This design comes from an exercise in tuning for small area and few clock cycles per item on the open sky130 flow, not from production work. Only simulation tests tie the RTL to the original design; equivalence was not proved. No activity file was given, so power comes from the tool's default toggle rates.

run 1:
// dual_tone_sample_generator_top
module dual_tone_sample_generator_top (
    input  wire logic                                aclk,
    input  wire logic                                aresetn,
    input  wire logic                                s_tvalid,
    output logic                                     s_tready,
    input  wire logic [dtsg_pkg::S_TDATA_W-1:0]      s_tdata,    
    output logic                                     m_tvalid,
    input  wire logic                                m_tready,
    output logic [dtsg_pkg::M_TDATA_W-1:0]           m_tdata,    
    output logic [0:0]                               m_tuser,    
    input  wire logic                                cfg_wr_en,
    input  wire logic [dtsg_pkg::CFG_INDEX_W-1:0]    cfg_index,
    input  wire logic [dtsg_pkg::CFG_DATA_W-1:0]     cfg_wdata
);
    logic [dtsg_pkg::STEP_W-1:0]  phase_step_a_n_reg;    
    logic [dtsg_pkg::STEP_W-1:0]  phase_step_b_n_reg;    
    logic                         tone_mode_reg;
    logic [dtsg_pkg::AMP_W-1:0]   amplitude_reg;
    logic [dtsg_pkg::COUNT_W-1:0] duration_n_reg;    
    logic [31:0]                  wd0, wd1;
    logic                         wr_step_a, wr_step_b, wr_mode, wr_amp, wr_dur;
    assign wd0 = cfg_wdata & {32{aresetn}};
    assign wd1 = cfg_wdata | {32{!aresetn}};
    function automatic logic [31:0] wsel(input logic [31:0] rst_value);
        wsel = (wd1 & rst_value) | (wd0 & ~rst_value);
    endfunction
    assign wr_step_a = !aresetn || (cfg_wr_en && cfg_index == dtsg_pkg::REG_PHASE_STEP_A);
    assign wr_step_b = !aresetn || (cfg_wr_en && cfg_index == dtsg_pkg::REG_PHASE_STEP_B);
    assign wr_mode   = !aresetn || (cfg_wr_en && cfg_index == dtsg_pkg::REG_TONE_MODE);
    assign wr_amp    = !aresetn || (cfg_wr_en && cfg_index == dtsg_pkg::REG_AMPLITUDE);
  ...
For scale: ~2000 cells after synthesis, about 230 flip-flops, about 67 I/O pins, roughly 0.020 mm² of cells after synthesis.
==> flow/config.mk <==
export PLATFORM = sky130hd
export DESIGN_NAME = dual_tone_sample_generator_top
export DESIGN_NICKNAME = dual_tone_sample_generator_top
export VERILOG_FILES = /design/flow/design.v
export SDC_FILE = /design/flow/constraint.sdc
export NUM_CORES = 4
export LEC_CHECK = 0
export ABC_AREA = 1
export ABC_CLOCK_PERIOD_IN_PS = 10000
export CAP_MARGIN = 20
export CORE_MARGIN = 2
export CORE_UTILIZATION = 70
export SETUP_SLACK_MARGIN = 0.3
export SLEW_MARGIN = 20
export SYNTH_HIERARCHICAL = 1
export SYNTH_MINIMUM_KEEP_SIZE = 0
==> flow/constraint.sdc <==
create_clock -name core_clock -period 10.0 [get_ports {aclk}]
set_input_delay 2.0000 -clock core_clock [delete_from_list [all_inputs] [get_ports {aclk}]]
set_output_delay 2.0000 -clock core_clock [all_outputs]
set_load 0.01 [all_outputs]
standard.sh (not shown) runs the stock make flow with config.mk's settings and CLKGATE_MAP_FILE= SYNTH_SCRIPT=/design/flow/synth_recipe.tcl, a recipe that flattens the netlist after the stock synthesis.
==> flow/flow/run.sh <==
#!/bin/bash
# The standard layout (standard.sh), with three changes:
#  - synthesis maps the logic for area only (flow/synth.tcl)
#  - the port buffers are the smallest buffer cell (buf_1)
#  - clock tree synthesis without dummy loads
set -euo pipefail
export FLOW_FLOW_DIR="$PWD/flow"
export BUFFER_PORTS_ARGS="-buffer_cell sky130_fd_sc_hd__buf_1"
export CTS_ARGS="-sink_clustering_enable -repair_clock_nets -sink_clustering_size 30 -sink_clustering_max_diameter 70 -buf_list sky130_fd_sc_hd__clkbuf_16 -dont_use_dummy_load"
sed "s#SYNTH_SCRIPT=[^ ]*#SYNTH_SCRIPT=$PWD/flow/synth.tcl#" standard.sh > standard_area_synth.sh
grep -q "SYNTH_SCRIPT=$PWD/flow/synth.tcl" standard_area_synth.sh
bash standard_area_synth.sh > standard.log 2>&1
==> flow/flow/abc_map_area.script <==
strash
dch
map -a
topo
dnsize -c
==> flow/flow/synth.tcl <==
# The standard flow's synthesis script (synth_recipe.tcl), unchanged except that the
# final technology mapping uses flow/abc_map_area.script: area-only mapping,
# without ABC's buffering and upsizing (the layout's repair steps size and
# buffer for timing and slew instead).
proc synth {args} { yosys synth -nofsm -noshare {*}$args }
proc abc {args} {
  set i [lsearch -exact $args -script]
  if { $i >= 0 } {
    lset args [expr { $i + 1 }] $::env(FLOW_FLOW_DIR)/abc_map_area.script
  }
  yosys abc {*}$args
}
source $::env(SCRIPTS_DIR)/synth.tcl
# left out here: clear keep_hierarchy, flatten, clean up, hide names made inside functions, write 1_2_yosys.v
Testbench counts of run 1, summed over its fixed seeds: cycles 16,032, items 16,000.
Edits applied to the flow inputs when going from run 1 to run 2:
Settings: clearing SETUP_SLACK_MARGIN, which used to be 0.3.
-- flow/flow/run.sh --
<<< run 1, line 9
export CTS_ARGS="-sink_clustering_enable -repair_clock_nets -sink_clustering_size 30 -sink_clustering_max_diameter 70 -buf_list sky130_fd_sc_hd__clkbuf_16 -dont_use_dummy_load"
>>> run 2, line 9
export CTS_ARGS="-sink_clustering_enable -repair_clock_nets -sink_clustering_size 20 -sink_clustering_max_diameter 50 -root_buf sky130_fd_sc_hd__clkbuf_16 -buf_list sky130_fd_sc_hd__clkbuf_8 -dont_use_dummy_load"
Notes after the runs:
First-pass GRT wire length for run 2 is higher than for run 1. Looking at number of buffer and inverter instances along the worst setup path, run 2 sits 1 lower than run 1 does. Taking run 1 as the reference point, the internal power of run 2 falls by 1.4%.
[inputs] run 3 vs run 2
Settings: SETUP_SLACK_MARGIN newly set to 0.2.
Findings:
- Run 2 → run 3: filler-free cell count of the finished design roughly the same, critical path depth higher, largest fanout of any net on the critical path lower, utilization of the core after routing higher.
- Of run 2 and run 3, the run reporting the lower per-cell via count in the routed design was run 2.
- Summary of the comparison: share of cell area taken by multi-input logic gates is lower in run 3, relative to run 2.
- Looking at final critical path time including I/O delays and setup, run 3 sits below run 2.
- Diff run 2 and run 3: routed metal-1 wire length lower in run 3
- Diff run 2..run 3 | number of global-route vias before repair | unchanged

re-timing with driven ports:
No port has a modelled driver above. Below, the same layouts with a new extraction and two added sets of constraints. Step 1 sets driving cells, clkbuf_16 on the clock port and buf_2 on the other inputs (assumed; they add their load-dependent delay and slew). Step 2 adds t to the input delays and takes it off the output delays; t is the mean of the earliest and latest rising clock arrival at the registers after step 1. Input paths then give back, and output paths get back, about the clock's delay inside the block. Three values: ideal ports, drivers, drivers and shift; two values: the first two.
| run | shift t [ns] | slack for setup (ns) | worst setup path after step 2 |
|---|---|---|---|
| run 1 | 0.518 | 0.468 / 0.419 / 0.937 | register to output |
| run 2 | 0.533 | 0.198 / 0.149 / 0.682 | register to output |
| run 3 | 0.535 | 0.509 / 0.459 / 0.994 | register to output |
After both steps every run listed still meets setup and hold.
